Context: an optimization exercise on an open-source flow, tuned for small area and a short achievable clock period. The choices shown serve that exercise and are no tape-out recipe.
Only simulation tests tie the RTL to the original design; equivalence was not proved.
Power and IR drop assume default switching activity.

sierra:
==> flow/design.v <==
module dmem_responder #(
  parameter int DEPTH       = 32,
  parameter int WAIT_CYCLES = 2
) (
  input  logic              Clk,
  input  logic              Rst,
  input  logic              reqValid,
  output logic              reqReady,
  input  logic              reqWrite,
  input  logic [63:0]       reqAddr,
  input  logic [1:0]        reqSize,
  input  logic [63:0]       reqWData,
  output logic              respValid,
  input  logic              respReady,
  output logic [63:0]       respRData,
  output logic              respErr,
  output logic [63:0]       dMemOut
);
  localparam int NS  = 32;   
  localparam int NR  = 16;   
  localparam int GAP = 3;    
  logic s_idle, s_w1, s_w2, s_resp;
  logic busy_o, rv_o;
  logic [63:0] sw;         
  logic [2:0]  off_q;
  logic [4:0]  idx_q;
  logic [1:0]  size_q;
  logic        err_q;
  logic        st_ok_q;    
  logic        late_q;     
  logic [7:0]  bs0_q;      
  logic [3:0]  bs1_q;      
  logic [1:0]  bs2_q;      
  logic        bs4_q;      
  logic [NR-1:0] rsel_q;
  logic          fwd_q;
  logic [4:0]  cnt;
  logic [4:0]  cnt2;       
  logic [63:0] wb;
  logic [4:0]  wb_idx;
  logic        wb_pend;    
  logic        commit;
  assign reqReady  = ~busy_o;
  assign respValid = rv_o;
  assign respErr   = err_q;
  assign commit    = s_w2 & st_ok_q;
  logic       req_err, req_ld;
  logic [2:0] req_amask;
  always_comb begin
    case (reqSize)
      2'd0:    req_amask = 3'b000;
      2'd1:    req_amask = 3'b001;
      2'd2:    req_amask = 3'b011;
      default: req_amask = 3'b111;
    endcase
  end
  assign req_err = ((reqAddr[2:0] & req_amask) != 3'b000) || (reqAddr[63:8] != 56'd0);
  assign req_ld  = ~reqWrite & ~req_err;
  logic [63:0] wrep;
  always_comb begin
    for (int l = 0; l < 8; l++) begin
      case (reqSize)
        2'd0:    wrep[8*l +: 8] = reqWData[7:0];
        2'd1:    wrep[8*l +: 8] = reqWData[8*(l%2) +: 8];
        2'd2:    wrep[8*l +: 8] = reqWData[8*(l%4) +: 8];
        default: wrep[8*l +: 8] = reqWData[8*l +: 8];
      endcase
    end
  end
  logic [63:0] slot_q [NS];
  logic [NS-1:0] ins_q;
  logic        wb_hit;     
  logic [4:0]  st_slot_n, wb_slot_n;    
  logic        wb_pend_n;
  assign wb_hit    = |ins_q;
  assign wb_pend_n = commit | (wb_pend & ~wb_hit);
  assign st_slot_n = idx_q + cnt2;
  assign wb_slot_n = wb_idx + cnt2;
  for (genvar j = 0; j < NS; j++) begin : g_slot
    logic [63:0] q;
    if (j % GAP == 0) begin : g_ld
      always_ff @(posedge Clk) q <= ins_q[j] ? wb : g_slot[(j + NS - 1) % NS].q;
    end else begin : g_sh
      always_ff @(posedge Clk) q <= g_slot[(j + NS - 1) % NS].q;
    end
    assign slot_q[j] = q;
  end
  logic [4:0] rq_tap, hd_tap;
  logic       rq_fwd, hd_fwd;
  logic [NR-1:0] rq_sel, hd_sel;
  assign rq_tap = reqAddr[7:3] + cnt2;
  assign hd_tap = idx_q + cnt2;
  assign rq_fwd = wb_pend & ~wb_hit & (wb_idx == reqAddr[7:3]);
  assign hd_fwd = wb_pend & ~wb_hit & (wb_idx == idx_q);
  always_comb
    for (int j = 0; j < NR; j++) begin
      rq_sel[j] = ~rq_fwd & (rq_tap[4:1] == 4'(j));
      hd_sel[j] = ~hd_fwd & (hd_tap[4:1] == 4'(j));
    end
  logic [63:0] rword;
  for (genvar b = 0; b < 64; b++) begin : g_rd
    logic [NR:0] col;
    for (genvar j = 0; j < NR; j++) begin : g_col
      assign col[j] = slot_q[2*j][b];
    end
    assign col[NR] = wb[b];
    dmem_rd_bit u_rd (.d(col), .sel({fwd_q, rsel_q}), .q(rword[b]));
  end
  logic [63:0] lres;
  always_comb begin
    lres[7:0]   = 8'd0;
    lres[15:8]  = 8'd0;
    lres[23:16] = 8'd0;
    lres[31:24] = 8'd0;
    for (int l = 0; l < 8; l++) lres[7:0]   = lres[7:0]   | (rword[8*l +: 8] & {8{bs0_q[l]}});
    for (int m = 0; m < 4; m++) lres[15:8]  = lres[15:8]  | (rword[16*m + 8 +: 8] & {8{bs1_q[m]}});
    for (int n = 0; n < 2; n++) begin
      lres[23:16] = lres[23:16] | (rword[32*n + 16 +: 8] & {8{bs2_q[n]}});
      lres[31:24] = lres[31:24] | (rword[32*n + 24 +: 8] & {8{bs2_q[n]}});
    end
    lres[63:32] = rword[63:32] & {32{bs4_q}};
  end
  logic [7:0] lmask;
  always_comb begin
    for (int l = 0; l < 8; l++) begin
      case (size_q)
        2'd0:    lmask[l] = st_ok_q & (3'(l) == off_q);
        2'd1:    lmask[l] = st_ok_q & (2'(l >> 1) == off_q[2:1]);
        2'd2:    lmask[l] = st_ok_q & (1'(l >> 2) == off_q[2]);
        default: lmask[l] = st_ok_q;
      endcase
    end
  end
  logic [63:0] merged;
  always_comb
    for (int l = 0; l < 8; l++)
      merged[8*l +: 8] = lmask[l] ? sw[8*l +: 8] : rword[8*l +: 8];
  logic rd_now;
  assign rd_now = late_q ? s_w2 : s_w1;
  always_ff @(posedge Clk or posedge Rst) begin
    if (Rst) begin
      s_idle <= 1'b1;
      s_w1   <= 1'b0;
      s_w2   <= 1'b0;
      s_resp <= 1'b0;
      busy_o <= 1'b0;
      rv_o   <= 1'b0;
    end else begin
      s_idle <= (s_idle & ~reqValid) | (s_resp & respReady);
      s_w1   <= s_idle & reqValid;
      s_w2   <= s_w1;
      s_resp <= s_w2 | (s_resp & ~respReady);
      busy_o <= (~busy_o & reqValid) | (busy_o & ~(rv_o & respReady));
      rv_o   <= s_w2 | (rv_o & ~respReady);
    end
  end
  logic [4:0] req_pos;
  assign req_pos = reqAddr[7:3] + cnt + 5'd1;
  always_ff @(posedge Clk) begin
    if (s_idle) begin
      off_q   <= reqAddr[2:0];
      idx_q   <= reqAddr[7:3];
      size_q  <= reqSize;
      err_q   <= req_err;
      st_ok_q <= reqWrite & ~req_err;
      late_q  <= req_pos[0];
      for (int l = 0; l < 8; l++) bs0_q[l] <= req_ld & (reqAddr[2:0] == 3'(l));
      for (int m = 0; m < 4; m++) bs1_q[m] <= req_ld & (reqSize != 2'd0) & (reqAddr[2:1] == 2'(m));
      for (int n = 0; n < 2; n++) bs2_q[n] <= req_ld & reqSize[1] & (reqAddr[2] == 1'(n));
      bs4_q   <= req_ld & (reqSize == 2'd3);
    end
  end
  always_ff @(posedge Clk) begin
    cnt   <= cnt + 5'd1;
    cnt2  <= cnt + 5'd3;
    fwd_q  <= s_idle ? rq_fwd : hd_fwd;
    rsel_q <= s_idle ? rq_sel : hd_sel;
  end
  always_ff @(posedge Clk) begin
    if (rd_now) respRData <= lres;
  end
  always_ff @(posedge Clk) begin
    if (s_idle)      sw <= wrep;
    else if (rd_now) sw <= merged;
  end
  always_ff @(posedge Clk) begin
    if (commit) begin
      wb     <= late_q ? merged : sw;
      wb_idx <= idx_q;
    end
    wb_pend <= wb_pend_n;
    for (int j = 0; j < NS; j++)
      ins_q[j] <= (j % GAP == 0) && wb_pend_n &&
                  (commit ? (st_slot_n == 5'(j)) : (wb_slot_n == 5'(j)));
  end
  always_ff @(posedge Clk or posedge Rst) begin
    if (Rst)         dMemOut <= 64'd0;
    else if (commit) dMemOut <= late_q ? merged : sw;
  end
endmodule
module dmem_rd_bit (
  input  logic [16:0] d,
  input  logic [16:0] sel,
  output logic [0:0]  q
);
  logic [5:0] grp_n;
  for (genvar g = 0; g < 5; g++) begin : g_grp
    dmem_aoi222 u_aoi (.d(d[3*g +: 3]), .s(sel[3*g +: 3]), .y(grp_n[g]));
  end
  dmem_aoi22 u_aoi_last (.d(d[16:15]), .s(sel[16:15]), .y(grp_n[5]));
  assign q = ~&grp_n;
endmodule
module dmem_aoi222 (
  input  logic [2:0] d,
  input  logic [2:0] s,
  output logic       y
);
  assign y = ~|(d & s);
endmodule
module dmem_aoi22 (
  input  logic [1:0] d,
  input  logic [1:0] s,
  output logic       y
);
  assign y = ~|(d & s);
endmodule
Settings: LEC_CHECK=0, CAP_MARGIN=20, CORE_MARGIN=2, CORE_UTILIZATION=55, SETUP_SLACK_MARGIN=2.5, SLEW_MARGIN=20, SYNTH_HIERARCHICAL=1, SYNTH_MINIMUM_KEEP_SIZE=0; clock period 5.0 ns.
standard.sh (not shown) runs the stock make flow with config.mk's settings and CLKGATE_MAP_FILE= SYNTH_SCRIPT=/design/flow/synth_recipe.tcl, a recipe that flattens the netlist after the stock synthesis.
==> flow/flow/run.sh <==
#!/bin/bash
# The standard layout (standard.sh), with two changes to how it is made:
#  - every port still gets its own buffer, but a plain buf_2 instead of the
#    delay-cell buffer buffer_ports picks by default;
#  - clock tree synthesis adds no dummy loads and clusters up to 30 sinks per buffer.
# Each tool's output goes to standard.log (and ORFS's own logs under orfs/).
set -o pipefail
cd "$(dirname "$0")/.."
export BUFFER_PORTS_ARGS="-buffer_cell sky130_fd_sc_hd__buf_2"
export CTS_ARGS="-sink_clustering_enable -repair_clock_nets -dont_use_dummy_load -sink_clustering_size 30 -sink_clustering_max_diameter 60 -buf_list {sky130_fd_sc_hd__clkbuf_8 sky130_fd_sc_hd__clkbuf_16}"
bash standard.sh > standard.log 2>&1
--- input diff sierra..cedar ---
-- flow/design.v --
<<< sierra, line 43
  assign reqReady  = ~busy_o;
  assign respValid = rv_o;
  assign respErr   = err_q;
  assign commit    = s_w2 & st_ok_q;
  logic       req_err, req_ld;
>>> cedar, line 43
  assign reqReady  = ~busy_o;
  assign respValid = rv_o;
  logic respErr_o;
  assign respErr   = respErr_o;
  assign commit    = s_w2 & st_ok_q;
  logic       req_err, req_ld;
<<< sierra, line 172
  end
  always_ff @(posedge Clk) begin
    cnt   <= cnt + 5'd1;
    cnt2  <= cnt + 5'd3;
>>> cedar, line 173
  end
  always_ff @(posedge Clk) begin
    respErr_o <= err_q;
    cnt   <= cnt + 5'd1;
    cnt2  <= cnt + 5'd3;
### Flow results
Total iterations of the first detailed-routing run up 3 in cedar wrt sierra. Per the comparison of cedar with sierra, count of placed standard cells in the final layout, fillers left out ~0 delta; setup slack increased by 0.015 ns relative to the old numbers; synthesized netlist cell count closely matched the old numbers; fmax went up. Summary of cedar over sierra: largest fanout on the critical path climbed 15, flip-flop and latch count saw little to no change, via count of the first global-routing pass moved down, initial antenna violation count increased by 8.8% relative to the old numbers, wire length level. The cell leakage power was comparable across sierra and cedar. On power, cedar tracks sierra almost exactly. On flip-flop and latch share of the layout cell area, sierra tracks cedar almost exactly. On utilization, sierra tracks cedar almost exactly.

---

## run a
Another version of the RTL of dmem_responder (not shown whole).
Size: about 4,900 cells after synthesis, about 2,300 flip-flops, ~270 I/O pins, ~71,000 µm² of cells after synthesis.
==> module dmem_responder, before the edit <==
module dmem_responder #(
  parameter int DEPTH       = 32,
  parameter int WAIT_CYCLES = 2
) (
  input  logic              Clk,
  input  logic              Rst,
  input  logic              reqValid,
  output logic              reqReady,
  input  logic              reqWrite,
  input  logic [63:0]       reqAddr,
  input  logic [1:0]        reqSize,
  input  logic [63:0]       reqWData,
  output logic              respValid,
  input  logic              respReady,
  output logic [63:0]       respRData,
  output logic              respErr,
  output logic [63:0]       dMemOut
);
  localparam int NS  = 32;   
  localparam int GAP = 3;    
  logic s_idle, s_w1, s_w2, s_resp;
  logic [2:0]  off_q;
  logic [4:0]  idx_q;
  logic [1:0]  size_q;
  logic        err_q;
  logic        st_ok_q;    
  logic        ld_ok_q;    
  logic [NS-1:0] rsel_q;   
  logic [4:0]  cnt;
  logic [63:0] wb;
  logic [4:0]  wb_idx;
  logic        wb_pend;    
  logic        commit;
  logic rdy_o, rv_o;
  assign reqReady  = rdy_o;
  assign respValid = rv_o;
  assign respErr   = err_q;
  assign commit    = s_w2 & st_ok_q;
  logic       req_err;
  logic [2:0] req_amask;
  logic [4:0] req_slot;
  always_comb begin
    case (reqSize)
      2'd0:    req_amask = 3'b000;
      2'd1:    req_amask = 3'b001;
      2'd2:    req_amask = 3'b011;
      default: req_amask = 3'b111;
    endcase
  end
  assign req_err  = ((reqAddr[2:0] & req_amask) != 3'b000) || (reqAddr[63:8] != 56'd0);
  assign req_slot = reqAddr[7:3] + cnt + 5'd1;
  logic [63:0] wrep;
  always_comb begin
    for (int l = 0; l < 8; l++) begin
      case (reqSize)
        2'd0:    wrep[8*l +: 8] = reqWData[7:0];
        2'd1:    wrep[8*l +: 8] = reqWData[8*(l%2) +: 8];
        2'd2:    wrep[8*l +: 8] = reqWData[8*(l%4) +: 8];
        default: wrep[8*l +: 8] = reqWData[8*l +: 8];
      endcase
    end
  end
  logic [7:0] lmask;
  always_comb begin
    for (int l = 0; l < 8; l++) begin
      case (size_q)
        2'd0:    lmask[l] = st_ok_q & (3'(l) == off_q);
        2'd1:    lmask[l] = st_ok_q & (2'(l >> 1) == off_q[2:1]);
        2'd2:    lmask[l] = st_ok_q & (1'(l >> 2) == off_q[2]);
        default: lmask[l] = st_ok_q;
      endcase
    end
  end
  logic [63:0] ldata;
  logic [7:0]  b0, b1, b2, b3;
  always_comb begin
    b0 = respRData[8*off_q +: 8];
    b1 = respRData[8*{off_q[2:1], 1'b1} +: 8];
    b2 = respRData[8*{off_q[2], 2'b10} +: 8];
    b3 = respRData[8*{off_q[2], 2'b11} +: 8];
    ldata = {
      (size_q == 2'd3) ? respRData[63:32] : 32'd0,
      (size_q[1])      ? {b3, b2}        : 16'd0,
      (size_q != 2'd0) ? b1              : 8'd0,
      b0
    };
    if (!ld_ok_q) ldata = 64'd0;
  end
  logic [63:0] slot_q [NS];
  logic [4:0]  wb_slot;    
  logic        wb_hit;     
  logic [NS-1:0] ins;
  always_comb begin
    wb_hit = 1'b0;
    for (int j = 0; j < NS; j++) begin
      ins[j] = (j % GAP == 0) && wb_pend && (wb_slot == 5'(j));
      wb_hit = wb_hit | ins[j];
    end
  end
  for (genvar j = 0; j < NS; j++) begin : g_slot
    logic [63:0] q;
    if (j % GAP == 0) begin : g_ld
      always_ff @(posedge Clk) q <= ins[j] ? wb : g_slot[(j + NS - 1) % NS].q;
    end else begin : g_sh
      always_ff @(posedge Clk) q <= g_slot[(j + NS - 1) % NS].q;
    end
    assign slot_q[j] = q;
  end
  logic [63:0] rraw, rword;
  logic        fwd;
  for (genvar b = 0; b < 64; b++) begin : g_rd
    logic [NS-1:0] col;
    for (genvar j = 0; j < NS; j++) begin : g_col
      assign col[j] = slot_q[j][b];
    end
    dmem_rd_bit u_rd (.d(col), .sel(rsel_q), .q(rraw[b]));
  end
  assign fwd   = wb_pend & (wb_idx == idx_q);
  assign rword = fwd ? wb : rraw;
  always_ff @(posedge Clk or posedge Rst) begin
    if (Rst) begin
      s_idle <= 1'b1;
      s_w1   <= 1'b0;
      s_w2   <= 1'b0;
      s_resp <= 1'b0;
      rdy_o  <= 1'b1;
      rv_o   <= 1'b0;
    end else begin
      s_idle <= (s_idle & ~reqValid) | (s_resp & respReady);
      s_w1   <= s_idle & reqValid;
      s_w2   <= s_w1;
      s_resp <= s_w2 | (s_resp & ~respReady);
      rdy_o  <= (s_idle & ~reqValid) | (s_resp & respReady);
      rv_o   <= s_w2 | (s_resp & ~respReady);
    end
  end
  always_ff @(posedge Clk) begin
    if (s_idle) begin
      off_q   <= reqAddr[2:0];
      idx_q   <= reqAddr[7:3];
      size_q  <= reqSize;
      err_q   <= req_err;
      st_ok_q <= reqWrite & ~req_err;
      ld_ok_q <= ~reqWrite & ~req_err;
    end
  end
  always_ff @(posedge Clk) begin
    cnt <= cnt + 5'd1;
    for (int j = 0; j < NS; j++) rsel_q[j] <= (req_slot == 5'(j));
  end
  always_ff @(posedge Clk) begin
    if (s_idle) begin
      respRData <= wrep;
    end else if (s_w1) begin
      for (int l = 0; l < 8; l++)
        respRData[8*l +: 8] <= lmask[l] ? respRData[8*l +: 8] : rword[8*l +: 8];
    end else if (s_w2) begin
      respRData <= ldata;
    end
  end
  always_ff @(posedge Clk) begin
    if (commit) begin
      wb     <= respRData;
      wb_idx <= idx_q;
    end
    wb_slot <= (commit ? idx_q : wb_idx) + cnt + 5'd2;
    wb_pend <= commit | (wb_pend & ~wb_hit);
  end
  always_ff @(posedge Clk or posedge Rst) begin
    if (Rst)         dMemOut <= 64'd0;
    else if (commit) dMemOut <= respRData;
  end
endmodule
clock: 5.0 ns
lec_check: 0
cap_margin: 20
core_margin: 2
core_utilization: 50
cts_cluster_diameter: 50
cts_cluster_size: 24
setup_slack_margin: 2.5
slew_margin: 20
synth_hierarchical: 1
synth_minimum_keep_size: 0
run.sh (not shown) runs the stock make flow with config.mk's settings and CLKGATE_MAP_FILE= SYNTH_SCRIPT=/design/flow/synth_recipe.tcl, a recipe that flattens the netlist after the stock synthesis.
Stock flow here: none of the scripts above is used.
Run a went all the way through synthesis, placement and routing and the layout is clean on timing, DRC and antenna.
#### Input delta (run b over run a)
-- flow/design.v --
<<< run a, line 32
  logic        wb_pend;    
  logic        commit;
  logic rdy_o, rv_o;
  assign reqReady  = rdy_o;
  assign respValid = rv_o;
  assign respErr   = err_q;
  assign commit    = s_w2 & st_ok_q;
>>> run b, line 32
  logic        wb_pend;    
  logic        commit;
  logic busy_o, rv_o;
  assign reqReady  = ~busy_o;
  assign respValid = rv_o;
  logic [63:0] rw;         
  assign respErr   = err_q;
  assign commit    = s_w2 & st_ok_q;
<<< run a, line 75
  logic [7:0]  b0, b1, b2, b3;
  always_comb begin
    b0 = respRData[8*off_q +: 8];
    b1 = respRData[8*{off_q[2:1], 1'b1} +: 8];
    b2 = respRData[8*{off_q[2], 2'b10} +: 8];
    b3 = respRData[8*{off_q[2], 2'b11} +: 8];
    ldata = {
      (size_q == 2'd3) ? respRData[63:32] : 32'd0,
      (size_q[1])      ? {b3, b2}        : 16'd0,
      (size_q != 2'd0) ? b1              : 8'd0,
>>> run b, line 76
  logic [7:0]  b0, b1, b2, b3;
  always_comb begin
    b0 = rw[8*off_q +: 8];
    b1 = rw[8*{off_q[2:1], 1'b1} +: 8];
    b2 = rw[8*{off_q[2], 2'b10} +: 8];
    b3 = rw[8*{off_q[2], 2'b11} +: 8];
    ldata = {
      (size_q == 2'd3) ? rw[63:32] : 32'd0,
      (size_q[1])      ? {b3, b2}        : 16'd0,
      (size_q != 2'd0) ? b1              : 8'd0,
<<< run a, line 124
      s_w2   <= 1'b0;
      s_resp <= 1'b0;
      rdy_o  <= 1'b1;
      rv_o   <= 1'b0;
    end else begin
>>> run b, line 125
      s_w2   <= 1'b0;
      s_resp <= 1'b0;
      busy_o <= 1'b0;
      rv_o   <= 1'b0;
    end else begin
<<< run a, line 131
      s_w2   <= s_w1;
      s_resp <= s_w2 | (s_resp & ~respReady);
      rdy_o  <= (s_idle & ~reqValid) | (s_resp & respReady);
      rv_o   <= s_w2 | (s_resp & ~respReady);
    end
  end
>>> run b, line 132
      s_w2   <= s_w1;
      s_resp <= s_w2 | (s_resp & ~respReady);
      busy_o <= (~busy_o & reqValid) | (busy_o & ~(rv_o & respReady));
      rv_o   <= s_w2 | (rv_o & ~respReady);
    end
  end
<<< run a, line 151
  always_ff @(posedge Clk) begin
    if (s_idle) begin
      respRData <= wrep;
    end else if (s_w1) begin
      for (int l = 0; l < 8; l++)
        respRData[8*l +: 8] <= lmask[l] ? respRData[8*l +: 8] : rword[8*l +: 8];
    end else if (s_w2) begin
      respRData <= ldata;
    end
  end
  always_ff @(posedge Clk) begin
    if (commit) begin
      wb     <= respRData;
      wb_idx <= idx_q;
    end
>>> run b, line 152
  always_ff @(posedge Clk) begin
    if (s_idle) begin
      rw <= wrep;
    end else begin
      for (int l = 0; l < 8; l++)
        rw[8*l +: 8] <= lmask[l] ? rw[8*l +: 8] : rword[8*l +: 8];
    end
  end
  always_ff @(posedge Clk) begin
    if (s_w2) respRData <= ldata;
  end
  always_ff @(posedge Clk) begin
    if (commit) begin
      wb     <= rw;
      wb_idx <= idx_q;
    end
<<< run a, line 169
  always_ff @(posedge Clk or posedge Rst) begin
    if (Rst)         dMemOut <= 64'd0;
    else if (commit) dMemOut <= respRData;
  end
endmodule
>>> run b, line 171
  always_ff @(posedge Clk or posedge Rst) begin
    if (Rst)         dMemOut <= 64'd0;
    else if (commit) dMemOut <= rw;
  end
endmodule
Notes after the runs:
For run a, the type of the worst setup path was reg2out, unlike run b, where it was reg2reg. From run a to run b the numbers moved as follows: number of detailed-route iterations in the first pass grew by 12, power consumption grew by about 3.7%. Relative to run a, placeable core area increased by 3800 µm² in run b. As of run b, synthesized area per cell had risen by a few percent compared to run a. Re placement row count: run a and run b aren't equal, and the lower value belongs to run a. Changes observed in run b relative to run a: critical path depth now sits higher; height of the chip now sits higher; count of nets after finishing now sits lower; cell area reported after detailed placement now sits higher; shortest period the worst path allows now sits lower. The clock share of power of run b falls short of that of run a by 1.0 points. Run b: global-route total usage across every layer 1.3 points below run a.

-- port drivers added, routing unchanged --
The flow's constraints put no driver on any port. The routed layouts listed below were extracted and timed again, unchanged, in two steps. Step 1 (the two cells are an assumption about what drives the block):
set clk [get_ports {Clk}]
set_driving_cell -lib_cell sky130_fd_sc_hd__clkbuf_16 $clk
set_driving_cell -lib_cell sky130_fd_sc_hd__buf_2 [delete_from_list [all_inputs] $clk]
Step 2 times the ports against the registers' clock, not the clock port: input delays grow and output delays shrink by t, the midpoint of the rising clock arrivals with the driver on. Slacks: no drivers / after step 1 / after step 2; pairs: no drivers / after step 1.
run | t (ns) | setup slack, ns | worst setup path after step 2
sierra | 0.854 | 2.455 / 2.376 / 1.735 | input to register
cedar | 0.853 | 2.469 / 2.409 / 1.705 | input to register
run a | 0.908 | 2.309 / 2.231 / 1.628 | input to register
run b | 0.901 | 2.356 / 2.356 / 1.784 | input to register
After both steps setup and hold are still met in every run listed. For cedar, which loses most, drivers alone change the setup slack by -0.060 ns; drivers and shift together by -0.764 ns.
